Source: an optimization exercise on an open RTL-to-GDS flow (aim: small area and few clock cycles per item). Production flows keep margins and buffers that such runs may drop.

==> run a: inputs <==
==> flow/design.v (excerpt) <==
module hsv_adjust_pipe #(
  parameter int          HW      = 25,
  parameter int          SW      = 18,
  parameter int          FRAC    = 16,
  parameter int unsigned HUE_MAX = 360 << FRAC
) (
  input  logic                 CLK,
  input  logic                 RST_N,
  input  logic                 IN_VALID,
  output logic                 IN_READY,
  input  logic                 IN_SOF,
  input  logic [HW-1:0]        H,
  input  logic [SW-1:0]        S,
  input  logic [SW-1:0]        V,
  input  logic                 CNTL_WR,
  input  logic signed [HW:0]   CNTL_HUE,
  input  logic signed [SW-1:0] CNTL_SAT,
  input  logic signed [SW-1:0] CNTL_VAL,
  input  logic                 CNTL_BYP,
  output logic                 OUT_VALID,
  input  logic                 OUT_READY,
  output logic                 OUT_SOF,
  output logic [HW-1:0]        HO,
  output logic [SW-1:0]        SO,
  output logic [SW-1:0]        VO
);
==> module hsv_adjust_hue, before the edit <==
module hsv_adjust_hue (
  input  logic [24:0] h,
  input  logic [24:0] off,
  input  logic        byp,
  output logic [24:0] y
);
  logic clamp, c19;
  logic [18:0] hc;
  logic [5:0] hc_hi;
  logic [6:0] t0, t1;
  logic [5:0] r0, r1;
  logic hs1;
  logic hc2;
  logic hs3;
  logic hc4;
  logic hs5;
  logic hc6;
  logic hs7;
  logic hc8;
  logic hs9;
  logic hc10;
  logic hs11;
  logic hc12;
  logic hs13;
  logic hc14;
  logic hs15;
  logic hc16;
  logic hs17;
  logic hc18;
  logic hs19;
  logic hc20;
  logic hs21;
  logic hc22;
  logic hs23;
  logic hc24;
  logic hs25;
  logic hc26;
  logic hs27;
  logic hc28;
  logic hs29;
  logic hc30;
  logic hs31;
  logic hc32;
  logic hp33;
  logic hg34;
  logic hp35;
  logic hg36;
  logic hp37;
  logic hg38;
  logic hg39;
  logic hp40;
  logic hg41;
  logic hp42;
  logic hg43;
  logic hp44;
  logic hg45;
  logic hp46;
  logic hs47;
  logic hs48;
  logic hs49;
  assign clamp = ~byp & (h[24:19] >= 6'd45);
  assign hc = h[18:0] | {19{clamp}};
  assign hc_hi = clamp ? 6'd44 : h[24:19];
  hsv_adjust_ha u_hs1 (.a(hc[0]), .b(off[0]), .s(hs1), .c(hc2));
  hsv_adjust_fa u_hs3 (.a(hc[1]), .b(off[1]), .c(hc2), .s(hs3), .co(hc4));
  hsv_adjust_fa u_hs5 (.a(hc[2]), .b(off[2]), .c(hc4), .s(hs5), .co(hc6));
  hsv_adjust_fa u_hs7 (.a(hc[3]), .b(off[3]), .c(hc6), .s(hs7), .co(hc8));
  hsv_adjust_fa u_hs9 (.a(hc[4]), .b(off[4]), .c(hc8), .s(hs9), .co(hc10));
  hsv_adjust_fa u_hs11 (.a(hc[5]), .b(off[5]), .c(hc10), .s(hs11), .co(hc12));
  hsv_adjust_fa u_hs13 (.a(hc[6]), .b(off[6]), .c(hc12), .s(hs13), .co(hc14));
  hsv_adjust_fa u_hs15 (.a(hc[7]), .b(off[7]), .c(hc14), .s(hs15), .co(hc16));
  hsv_adjust_fa u_hs17 (.a(hc[8]), .b(off[8]), .c(hc16), .s(hs17), .co(hc18));
  hsv_adjust_fa u_hs19 (.a(hc[9]), .b(off[9]), .c(hc18), .s(hs19), .co(hc20));
  hsv_adjust_fa u_hs21 (.a(hc[10]), .b(off[10]), .c(hc20), .s(hs21), .co(hc22));
  hsv_adjust_fa u_hs23 (.a(hc[11]), .b(off[11]), .c(hc22), .s(hs23), .co(hc24));
  hsv_adjust_fa u_hs25 (.a(hc[12]), .b(off[12]), .c(hc24), .s(hs25), .co(hc26));
  hsv_adjust_fa u_hs27 (.a(hc[13]), .b(off[13]), .c(hc26), .s(hs27), .co(hc28));
  hsv_adjust_fa u_hs29 (.a(hc[14]), .b(off[14]), .c(hc28), .s(hs29), .co(hc30));
  hsv_adjust_fa u_hs31 (.a(hc[15]), .b(off[15]), .c(hc30), .s(hs31), .co(hc32));
  hsv_adjust_ha u_hp33 (.a(hc[16]), .b(off[16]), .s(hp33), .c(hg34));
  hsv_adjust_ha u_hp35 (.a(hc[17]), .b(off[17]), .s(hp35), .c(hg36));
  hsv_adjust_ha u_hp37 (.a(hc[18]), .b(off[18]), .s(hp37), .c(hg38));
  assign hg39 = hg34 | (hp33 & hc32);
  assign hg41 = hg38 | (hp37 & hg36);
  assign hp42 = hp37 & hp35;
  assign hg43 = hg36 | (hp35 & hg39);
  assign hg45 = hg41 | (hp42 & hg39);
  assign hs47 = hp33 ^ hc32;
  assign hs48 = hp35 ^ hg39;
  assign hs49 = hp37 ^ hg43;
  assign c19 = hg45;
  assign y[18:0] = {hs49, hs48, hs47, hs31, hs29, hs27, hs25, hs23, hs21, hs19, hs17, hs15, hs13, hs11, hs9, hs7, hs5, hs3, hs1};
  assign t0 = {1'b0, hc_hi} + {1'b0, off[24:19]} + {6'd0, c19};
  assign r0 = (~byp & (t0 >= 7'd45)) ? 6'(t0 - 7'd45) : t0[5:0];
  assign t1 = '0;
  assign r1 = '0;
  assign y[24:19] = r0;
endmodule
Settings: LEC_CHECK=0, CAP_MARGIN=20, CORE_MARGIN=2, CORE_UTILIZATION=40, SLEW_MARGIN=20, SYNTH_HIERARCHICAL=1, SYNTH_MINIMUM_KEEP_SIZE=0; clock period 10.0 ns.
standard.sh (not shown) runs the stock make flow with config.mk's settings and CLKGATE_MAP_FILE= SYNTH_SCRIPT=/design/flow/synth_recipe.tcl, a recipe that flattens the netlist after the stock synthesis.
==> flow/flow/run.sh <==
#!/bin/bash
# Standard ORFS layout, with the port buffers made from the smallest buffer
# (every input and output port still gets its own buffer).
set -o pipefail
export BUFFER_PORTS_ARGS="-buffer_cell sky130_fd_sc_hd__buf_1"
bash standard.sh synth > synth.log 2>&1 || exit 1
bash standard.sh finish > layout.log 2>&1 || exit 1
==> inputs of run b, as changes to run a <==
--- a/flow/design.v
+++ b/flow/design.v
@@ -28,17 +28,17 @@
   localparam int unsigned   HLAST_I = HUE_MAX - 1;
   localparam logic [HW-1:0] HLAST   = HLAST_I[HW-1:0];
   typedef struct packed {
     logic [HW-1:0] hue;
     logic [SW-1:0] sat;
     logic [SW-1:0] val;
     logic          byp;
   } cntl_t;
-  logic  accept, take, pend_flag, act_vld;
+  logic  accept, take, pend_flag;
   logic  [HW:0] hue_norm;
   cntl_t wr_set, pend, pend_nx, act;
   assign IN_READY = ~OUT_VALID | OUT_READY;
   assign accept   = IN_VALID & IN_READY;
   assign take     = accept & IN_SOF & (pend_flag | CNTL_WR);
   always_comb begin
     hue_norm = CNTL_HUE;
     if (CNTL_HUE[HW])
@@ -46,23 +46,26 @@
     wr_set  = {hue_norm[HW-1:0], CNTL_SAT, CNTL_VAL, CNTL_BYP};
     pend_nx = CNTL_WR ? wr_set : pend;
   end
   always_ff @(posedge CLK)
     pend <= pend_nx;
   always_ff @(posedge CLK)
     if (take)
       act <= pend_nx;
+  logic zero, byp;
   always_ff @(posedge CLK or negedge RST_N) begin
     if (!RST_N) begin
-      act_vld   <= 1'b0;
+      zero      <= 1'b1;
+      byp       <= 1'b0;
       pend_flag <= 1'b0;
     end else begin
       if (take) begin
-        act_vld   <= 1'b1;
+        zero      <= pend_nx.byp;
+        byp       <= pend_nx.byp;
         pend_flag <= 1'b0;
       end else if (CNTL_WR) begin
         pend_flag <= 1'b1;
       end
     end
   end
   logic          b_sof;
   logic [HW-1:0] b_h;
@@ -76,19 +79,16 @@
   always_ff @(posedge CLK) begin
     if (IN_READY) begin
       b_sof <= IN_SOF;
       b_h   <= H;
       b_s   <= S;
       b_v   <= V;
     end
   end
-  logic zero, byp;
-  assign zero = act.byp | ~act_vld;
-  assign byp  = act.byp & act_vld;
   hsv_adjust_gain u_sg (.x(b_s), .g(act.sat), .z(zero), .byp(byp), .y(SO));
   hsv_adjust_gain u_vg (.x(b_v), .g(act.val), .z(zero), .byp(byp), .y(VO));
   logic [HW-1:0] off;
   assign off     = act.hue & {HW{~zero}};
   assign OUT_SOF = b_sof;
   hsv_adjust_hue u_hue (.h(b_h), .off(off), .byp(byp), .y(HO));
 endmodule
 module hsv_adjust_hue (
@@ -113,81 +113,153 @@
   logic hs9;
   logic hc10;
   logic hs11;
   logic hc12;
   logic hs13;
   logic hc14;
   logic hs15;
   logic hc16;
-  logic hs17;
-  logic hc18;
-  logic hs19;
-  logic hc20;
-  logic hs21;
-  logic hc22;
-  logic hs23;
-  logic hc24;
-  logic hs25;
-  logic hc26;
-  logic hs27;
-  logic hc28;
-  logic hs29;
-  logic hc30;
-  logic hs31;
-  logic hc32;
+  logic hp17;
+  logic hg18;
+  logic hp19;
+  logic hg20;
+  logic hp21;
+  logic hg22;
+  logic hp23;
+  logic hg24;
+  logic hp25;
+  logic hg26;
+  logic hp27;
+  logic hg28;
+  logic hp29;
+  logic hg30;
+  logic hp31;
+  logic hg32;
   logic hp33;
   logic hg34;
   logic hp35;
   logic hg36;
   logic hp37;
   logic hg38;
   logic hg39;
   logic hp40;
   logic hg41;
   logic hp42;
   logic hg43;
   logic hp44;
   logic hg45;
   logic hp46;
-  logic hs47;
-  logic hs48;
-  logic hs49;
+  logic hg47;
+  logic hp48;
+  logic hg49;
+  logic hp50;
+  logic hg51;
+  logic hp52;
+  logic hg53;
+  logic hp54;
+  logic hg55;
+  logic hp56;
+  logic hg57;
+  logic hp58;
+  logic hg59;
+  logic hp60;
+  logic hg61;
+  logic hp62;
+  logic hg63;
+  logic hp64;
+  logic hg65;
+  logic hp66;
+  logic hg67;
+  logic hp68;
+  logic hg69;
+  logic hp70;
+  logic hg71;
+  logic hp72;
+  logic hg73;
+  logic hp74;
+  logic hg75;
+  logic hp76;
+  logic hg77;
+  logic hp78;
+  logic hs79;
+  logic hs80;
+  logic hs81;
+  logic hs82;
+  logic hs83;
+  logic hs84;
+  logic hs85;
+  logic hs86;
+  logic hs87;
+  logic hs88;
+  logic hs89;
   assign clamp = ~byp & (h[24:19] >= 6'd45);
   assign hc = h[18:0] | {19{clamp}};
   assign hc_hi = clamp ? 6'd44 : h[24:19];
   hsv_adjust_ha u_hs1 (.a(hc[0]), .b(off[0]), .s(hs1), .c(hc2));
   hsv_adjust_fa u_hs3 (.a(hc[1]), .b(off[1]), .c(hc2), .s(hs3), .co(hc4));
   hsv_adjust_fa u_hs5 (.a(hc[2]), .b(off[2]), .c(hc4), .s(hs5), .co(hc6));
   hsv_adjust_fa u_hs7 (.a(hc[3]), .b(off[3]), .c(hc6), .s(hs7), .co(hc8));
   hsv_adjust_fa u_hs9 (.a(hc[4]), .b(off[4]), .c(hc8), .s(hs9), .co(hc10));
   hsv_adjust_fa u_hs11 (.a(hc[5]), .b(off[5]), .c(hc10), .s(hs11), .co(hc12));
   hsv_adjust_fa u_hs13 (.a(hc[6]), .b(off[6]), .c(hc12), .s(hs13), .co(hc14));
   hsv_adjust_fa u_hs15 (.a(hc[7]), .b(off[7]), .c(hc14), .s(hs15), .co(hc16));
-  hsv_adjust_fa u_hs17 (.a(hc[8]), .b(off[8]), .c(hc16), .s(hs17), .co(hc18));
-  hsv_adjust_fa u_hs19 (.a(hc[9]), .b(off[9]), .c(hc18), .s(hs19), .co(hc20));
-  hsv_adjust_fa u_hs21 (.a(hc[10]), .b(off[10]), .c(hc20), .s(hs21), .co(hc22));
-  hsv_adjust_fa u_hs23 (.a(hc[11]), .b(off[11]), .c(hc22), .s(hs23), .co(hc24));
-  hsv_adjust_fa u_hs25 (.a(hc[12]), .b(off[12]), .c(hc24), .s(hs25), .co(hc26));
-  hsv_adjust_fa u_hs27 (.a(hc[13]), .b(off[13]), .c(hc26), .s(hs27), .co(hc28));
-  hsv_adjust_fa u_hs29 (.a(hc[14]), .b(off[14]), .c(hc28), .s(hs29), .co(hc30));
-  hsv_adjust_fa u_hs31 (.a(hc[15]), .b(off[15]), .c(hc30), .s(hs31), .co(hc32));
+  hsv_adjust_ha u_hp17 (.a(hc[8]), .b(off[8]), .s(hp17), .c(hg18));
+  hsv_adjust_ha u_hp19 (.a(hc[9]), .b(off[9]), .s(hp19), .c(hg20));
+  hsv_adjust_ha u_hp21 (.a(hc[10]), .b(off[10]), .s(hp21), .c(hg22));
+  hsv_adjust_ha u_hp23 (.a(hc[11]), .b(off[11]), .s(hp23), .c(hg24));
+  hsv_adjust_ha u_hp25 (.a(hc[12]), .b(off[12]), .s(hp25), .c(hg26));
+  hsv_adjust_ha u_hp27 (.a(hc[13]), .b(off[13]), .s(hp27), .c(hg28));
+  hsv_adjust_ha u_hp29 (.a(hc[14]), .b(off[14]), .s(hp29), .c(hg30));
+  hsv_adjust_ha u_hp31 (.a(hc[15]), .b(off[15]), .s(hp31), .c(hg32));
   hsv_adjust_ha u_hp33 (.a(hc[16]), .b(off[16]), .s(hp33), .c(hg34));
   hsv_adjust_ha u_hp35 (.a(hc[17]), .b(off[17]), .s(hp35), .c(hg36));
   hsv_adjust_ha u_hp37 (.a(hc[18]), .b(off[18]), .s(hp37), .c(hg38));
-  assign hg39 = hg34 | (hp33 & hc32);
-  assign hg41 = hg38 | (hp37 & hg36);
-  assign hp42 = hp37 & hp35;
-  assign hg43 = hg36 | (hp35 & hg39);
-  assign hg45 = hg41 | (hp42 & hg39);
-  assign hs47 = hp33 ^ hc32;
-  assign hs48 = hp35 ^ hg39;
-  assign hs49 = hp37 ^ hg43;
-  assign c19 = hg45;
-  assign y[18:0] = {hs49, hs48, hs47, hs31, hs29, hs27, hs25, hs23, hs21, hs19, hs17, hs15, hs13, hs11, hs9, hs7, hs5, hs3, hs1};
+  assign hg39 = hg18 | (hp17 & hc16);
+  assign hg41 = hg22 | (hp21 & hg20);
+  assign hp42 = hp21 & hp19;
+  assign hg43 = hg26 | (hp25 & hg24);
+  assign hp44 = hp25 & hp23;
+  assign hg45 = hg30 | (hp29 & hg28);
+  assign hp46 = hp29 & hp27;
+  assign hg47 = hg34 | (hp33 & hg32);
+  assign hp48 = hp33 & hp31;
+  assign hg49 = hg38 | (hp37 & hg36);
+  assign hp50 = hp37 & hp35;
+  assign hg51 = hg20 | (hp19 & hg39);
+  assign hg53 = hg41 | (hp42 & hg39);
+  assign hg55 = hg28 | (hp27 & hg43);
+  assign hp56 = hp27 & hp44;
+  assign hg57 = hg45 | (hp46 & hg43);
+  assign hp58 = hp46 & hp44;
+  assign hg59 = hg36 | (hp35 & hg47);
+  assign hp60 = hp35 & hp48;
+  assign hg61 = hg49 | (hp50 & hg47);
+  assign hp62 = hp50 & hp48;
+  assign hg63 = hg24 | (hp23 & hg53);
+  assign hg65 = hg43 | (hp44 & hg53);
+  assign hg67 = hg55 | (hp56 & hg53);
+  assign hg69 = hg57 | (hp58 & hg53);
+  assign hg71 = hg32 | (hp31 & hg69);
+  assign hg73 = hg47 | (hp48 & hg69);
+  assign hg75 = hg59 | (hp60 & hg69);
+  assign hg77 = hg61 | (hp62 & hg69);
+  assign hs79 = hp17 ^ hc16;
+  assign hs80 = hp19 ^ hg39;
+  assign hs81 = hp21 ^ hg51;
+  assign hs82 = hp23 ^ hg53;
+  assign hs83 = hp25 ^ hg63;
+  assign hs84 = hp27 ^ hg65;
+  assign hs85 = hp29 ^ hg67;
+  assign hs86 = hp31 ^ hg69;
+  assign hs87 = hp33 ^ hg71;
+  assign hs88 = hp35 ^ hg73;
+  assign hs89 = hp37 ^ hg75;
+  assign c19 = hg77;
+  assign y[18:0] = {hs89, hs88, hs87, hs86, hs85, hs84, hs83, hs82, hs81, hs80, hs79, hs15, hs13, hs11, hs9, hs7, hs5, hs3, hs1};
   assign t0 = {1'b0, hc_hi} + {1'b0, off[24:19]} + {6'd0, c19};
   assign r0 = (~byp & (t0 >= 7'd45)) ? 6'(t0 - 7'd45) : t0[5:0];
   assign t1 = '0;
   assign r1 = '0;
   assign y[24:19] = r0;
 endmodule
 module hsv_adjust_gain (
   input  logic [17:0] x,
- CTS_BUF_LIST: default -> sky130_fd_sc_hd__clkbuf_8
==> inputs of run c, as changes to run a <==
--- a/flow/design.v
+++ b/flow/design.v
@@ -117,77 +117,127 @@
   logic hs13;
   logic hc14;
   logic hs15;
   logic hc16;
   logic hs17;
   logic hc18;
   logic hs19;
   logic hc20;
-  logic hs21;
-  logic hc22;
-  logic hs23;
-  logic hc24;
-  logic hs25;
-  logic hc26;
-  logic hs27;
-  logic hc28;
-  logic hs29;
-  logic hc30;
-  logic hs31;
-  logic hc32;
+  logic hp21;
+  logic hg22;
+  logic hp23;
+  logic hg24;
+  logic hp25;
+  logic hg26;
+  logic hp27;
+  logic hg28;
+  logic hp29;
+  logic hg30;
+  logic hp31;
+  logic hg32;
   logic hp33;
   logic hg34;
   logic hp35;
   logic hg36;
   logic hp37;
   logic hg38;
   logic hg39;
   logic hp40;
   logic hg41;
   logic hp42;
   logic hg43;
   logic hp44;
   logic hg45;
   logic hp46;
-  logic hs47;
-  logic hs48;
-  logic hs49;
+  logic hg47;
+  logic hp48;
+  logic hg49;
+  logic hp50;
+  logic hg51;
+  logic hp52;
+  logic hg53;
+  logic hp54;
+  logic hg55;
+  logic hp56;
+  logic hg57;
+  logic hp58;
+  logic hg59;
+  logic hp60;
+  logic hg61;
+  logic hp62;
+  logic hg63;
+  logic hp64;
+  logic hg65;
+  logic hp66;
+  logic hg67;
+  logic hp68;
+  logic hs69;
+  logic hs70;
+  logic hs71;
+  logic hs72;
+  logic hs73;
+  logic hs74;
+  logic hs75;
+  logic hs76;
+  logic hs77;
   assign clamp = ~byp & (h[24:19] >= 6'd45);
   assign hc = h[18:0] | {19{clamp}};
   assign hc_hi = clamp ? 6'd44 : h[24:19];
   hsv_adjust_ha u_hs1 (.a(hc[0]), .b(off[0]), .s(hs1), .c(hc2));
   hsv_adjust_fa u_hs3 (.a(hc[1]), .b(off[1]), .c(hc2), .s(hs3), .co(hc4));
   hsv_adjust_fa u_hs5 (.a(hc[2]), .b(off[2]), .c(hc4), .s(hs5), .co(hc6));
   hsv_adjust_fa u_hs7 (.a(hc[3]), .b(off[3]), .c(hc6), .s(hs7), .co(hc8));
   hsv_adjust_fa u_hs9 (.a(hc[4]), .b(off[4]), .c(hc8), .s(hs9), .co(hc10));
   hsv_adjust_fa u_hs11 (.a(hc[5]), .b(off[5]), .c(hc10), .s(hs11), .co(hc12));
   hsv_adjust_fa u_hs13 (.a(hc[6]), .b(off[6]), .c(hc12), .s(hs13), .co(hc14));
   hsv_adjust_fa u_hs15 (.a(hc[7]), .b(off[7]), .c(hc14), .s(hs15), .co(hc16));
   hsv_adjust_fa u_hs17 (.a(hc[8]), .b(off[8]), .c(hc16), .s(hs17), .co(hc18));
   hsv_adjust_fa u_hs19 (.a(hc[9]), .b(off[9]), .c(hc18), .s(hs19), .co(hc20));
-  hsv_adjust_fa u_hs21 (.a(hc[10]), .b(off[10]), .c(hc20), .s(hs21), .co(hc22));
-  hsv_adjust_fa u_hs23 (.a(hc[11]), .b(off[11]), .c(hc22), .s(hs23), .co(hc24));
-  hsv_adjust_fa u_hs25 (.a(hc[12]), .b(off[12]), .c(hc24), .s(hs25), .co(hc26));
-  hsv_adjust_fa u_hs27 (.a(hc[13]), .b(off[13]), .c(hc26), .s(hs27), .co(hc28));
-  hsv_adjust_fa u_hs29 (.a(hc[14]), .b(off[14]), .c(hc28), .s(hs29), .co(hc30));
-  hsv_adjust_fa u_hs31 (.a(hc[15]), .b(off[15]), .c(hc30), .s(hs31), .co(hc32));
+  hsv_adjust_ha u_hp21 (.a(hc[10]), .b(off[10]), .s(hp21), .c(hg22));
+  hsv_adjust_ha u_hp23 (.a(hc[11]), .b(off[11]), .s(hp23), .c(hg24));
+  hsv_adjust_ha u_hp25 (.a(hc[12]), .b(off[12]), .s(hp25), .c(hg26));
+  hsv_adjust_ha u_hp27 (.a(hc[13]), .b(off[13]), .s(hp27), .c(hg28));
+  hsv_adjust_ha u_hp29 (.a(hc[14]), .b(off[14]), .s(hp29), .c(hg30));
+  hsv_adjust_ha u_hp31 (.a(hc[15]), .b(off[15]), .s(hp31), .c(hg32));
   hsv_adjust_ha u_hp33 (.a(hc[16]), .b(off[16]), .s(hp33), .c(hg34));
   hsv_adjust_ha u_hp35 (.a(hc[17]), .b(off[17]), .s(hp35), .c(hg36));
   hsv_adjust_ha u_hp37 (.a(hc[18]), .b(off[18]), .s(hp37), .c(hg38));
-  assign hg39 = hg34 | (hp33 & hc32);
-  assign hg41 = hg38 | (hp37 & hg36);
-  assign hp42 = hp37 & hp35;
-  assign hg43 = hg36 | (hp35 & hg39);
-  assign hg45 = hg41 | (hp42 & hg39);
-  assign hs47 = hp33 ^ hc32;
-  assign hs48 = hp35 ^ hg39;
-  assign hs49 = hp37 ^ hg43;
-  assign c19 = hg45;
-  assign y[18:0] = {hs49, hs48, hs47, hs31, hs29, hs27, hs25, hs23, hs21, hs19, hs17, hs15, hs13, hs11, hs9, hs7, hs5, hs3, hs1};
+  assign hg39 = hg22 | (hp21 & hc20);
+  assign hg41 = hg26 | (hp25 & hg24);
+  assign hp42 = hp25 & hp23;
+  assign hg43 = hg30 | (hp29 & hg28);
+  assign hp44 = hp29 & hp27;
+  assign hg45 = hg34 | (hp33 & hg32);
+  assign hp46 = hp33 & hp31;
+  assign hg47 = hg38 | (hp37 & hg36);
+  assign hp48 = hp37 & hp35;
+  assign hg49 = hg24 | (hp23 & hg39);
+  assign hg51 = hg41 | (hp42 & hg39);
+  assign hg53 = hg32 | (hp31 & hg43);
+  assign hp54 = hp31 & hp44;
+  assign hg55 = hg45 | (hp46 & hg43);
+  assign hp56 = hp46 & hp44;
+  assign hg57 = hg28 | (hp27 & hg51);
+  assign hg59 = hg43 | (hp44 & hg51);
+  assign hg61 = hg53 | (hp54 & hg51);
+  assign hg63 = hg55 | (hp56 & hg51);
+  assign hg65 = hg36 | (hp35 & hg63);
+  assign hg67 = hg47 | (hp48 & hg63);
+  assign hs69 = hp21 ^ hc20;
+  assign hs70 = hp23 ^ hg39;
+  assign hs71 = hp25 ^ hg49;
+  assign hs72 = hp27 ^ hg51;
+  assign hs73 = hp29 ^ hg57;
+  assign hs74 = hp31 ^ hg59;
+  assign hs75 = hp33 ^ hg61;
+  assign hs76 = hp35 ^ hg63;
+  assign hs77 = hp37 ^ hg65;
+  assign c19 = hg67;
+  assign y[18:0] = {hs77, hs76, hs75, hs74, hs73, hs72, hs71, hs70, hs69, hs19, hs17, hs15, hs13, hs11, hs9, hs7, hs5, hs3, hs1};
   assign t0 = {1'b0, hc_hi} + {1'b0, off[24:19]} + {6'd0, c19};
   assign r0 = (~byp & (t0 >= 7'd45)) ? 6'(t0 - 7'd45) : t0[5:0];
   assign t1 = '0;
   assign r1 = '0;
   assign y[24:19] = r0;
 endmodule
 module hsv_adjust_gain (
   input  logic [17:0] x,
- CORE_UTILIZATION: 40 -> 60
==> comparison table <==
| metric | run c | run b | run a |
|---|---|---|---|
| Run status | timing/DRC/antenna clean | timing/DRC/antenna clean | finished with violations |
| Violated checks | - | - | setup timing |
| Number of antenna diodes | 3 | 0 | 2 |
| Global routing met3 resource utilization | 8.97% | 5.41% | 6.22% |
| Startpoint of the lowest-slack hold path | pend[34] | pend[47] | pend[19] |
| Worst Tran Pin Value | 1040 ps | 1020 ps | 1030 ps |
| Clock Network Area Fraction | 2.17% | 1.64% | 2.30% |
| Overall fraction of global-route tracks in use | 32.1% | 22.4% | 22.6% |
| Adder and majority gate portion of the synthesized area | 49.8% | 49.7% | 50.1% |
| Worst setup path start | b_h[20] | b_h[20] | b_h[19] |
| Post-Syn Area | 23,400 um^2 | 23,400 um^2 | 23,300 um^2 |
| Fraction of area in registers | 19.5% | 19.8% | 19.4% |
| Capture instance of the worst register-to-register path | act[27] | byp | act[22] |
| Arrival time at the worst endpoint | 7930 ps | 7730 ps | 9530 ps |
| Number of iterations in the first detailed-routing pass | 5 | 6 | 5 |
| Final core utilization | 66.9% | 44.2% | 45.0% |
| Number of placed cells counting well taps | 2,773 | 3,027 | 3,010 |
| Proportion of synthesized chip area in sequential cells | 21.6% | 21.5% | 21.7% |
| Non-filler cells, final | 2,857 | 3,062 | 3,063 |
| Worst-Skew Late Latency | 490 ps | 560 ps | 490 ps |
| Met3 Wirelength | 5.62 mm | 5.07 mm | 5.38 mm |
| Worst-path fanout max | 4 | 8 | 4 |
| Number of core rows | 72 | 88 | 88 |
| Largest net degree at the start of global routing | 74 | 66 | 74 |
No functional check of the RTL was part of any run of this note.

==> separate check: timing with driven ports <==
Ports are ideal in the flow. The routed layouts listed here were re-timed in OpenROAD.
Step 1: set_driving_cell puts a clkbuf_16 on CLK and a buf_2 on each other input, an assumption about the parent block.
Step 2 moves the port delays by t, midway between the first and last clock arrival at a register: inputs arrive t later, outputs are due t later. That takes back most of the time a late clock gives input paths.
a / b / c = no drivers / after step 1 / after step 2; a / b = the first two.
run | t (ns) | setup WS [ns] | worst hold slack (ns)
run a | 0.538 | -1.527 / -1.579 / -1.042 | 0.475 / 0.475 / 0.475
run b | 0.605 | 0.265 / 0.216 / 0.821 | 0.467 / 0.467 / 0.467
run c | 0.538 | 0.071 / 0.012 / 0.550 | 0.475 / 0.475 / 0.475
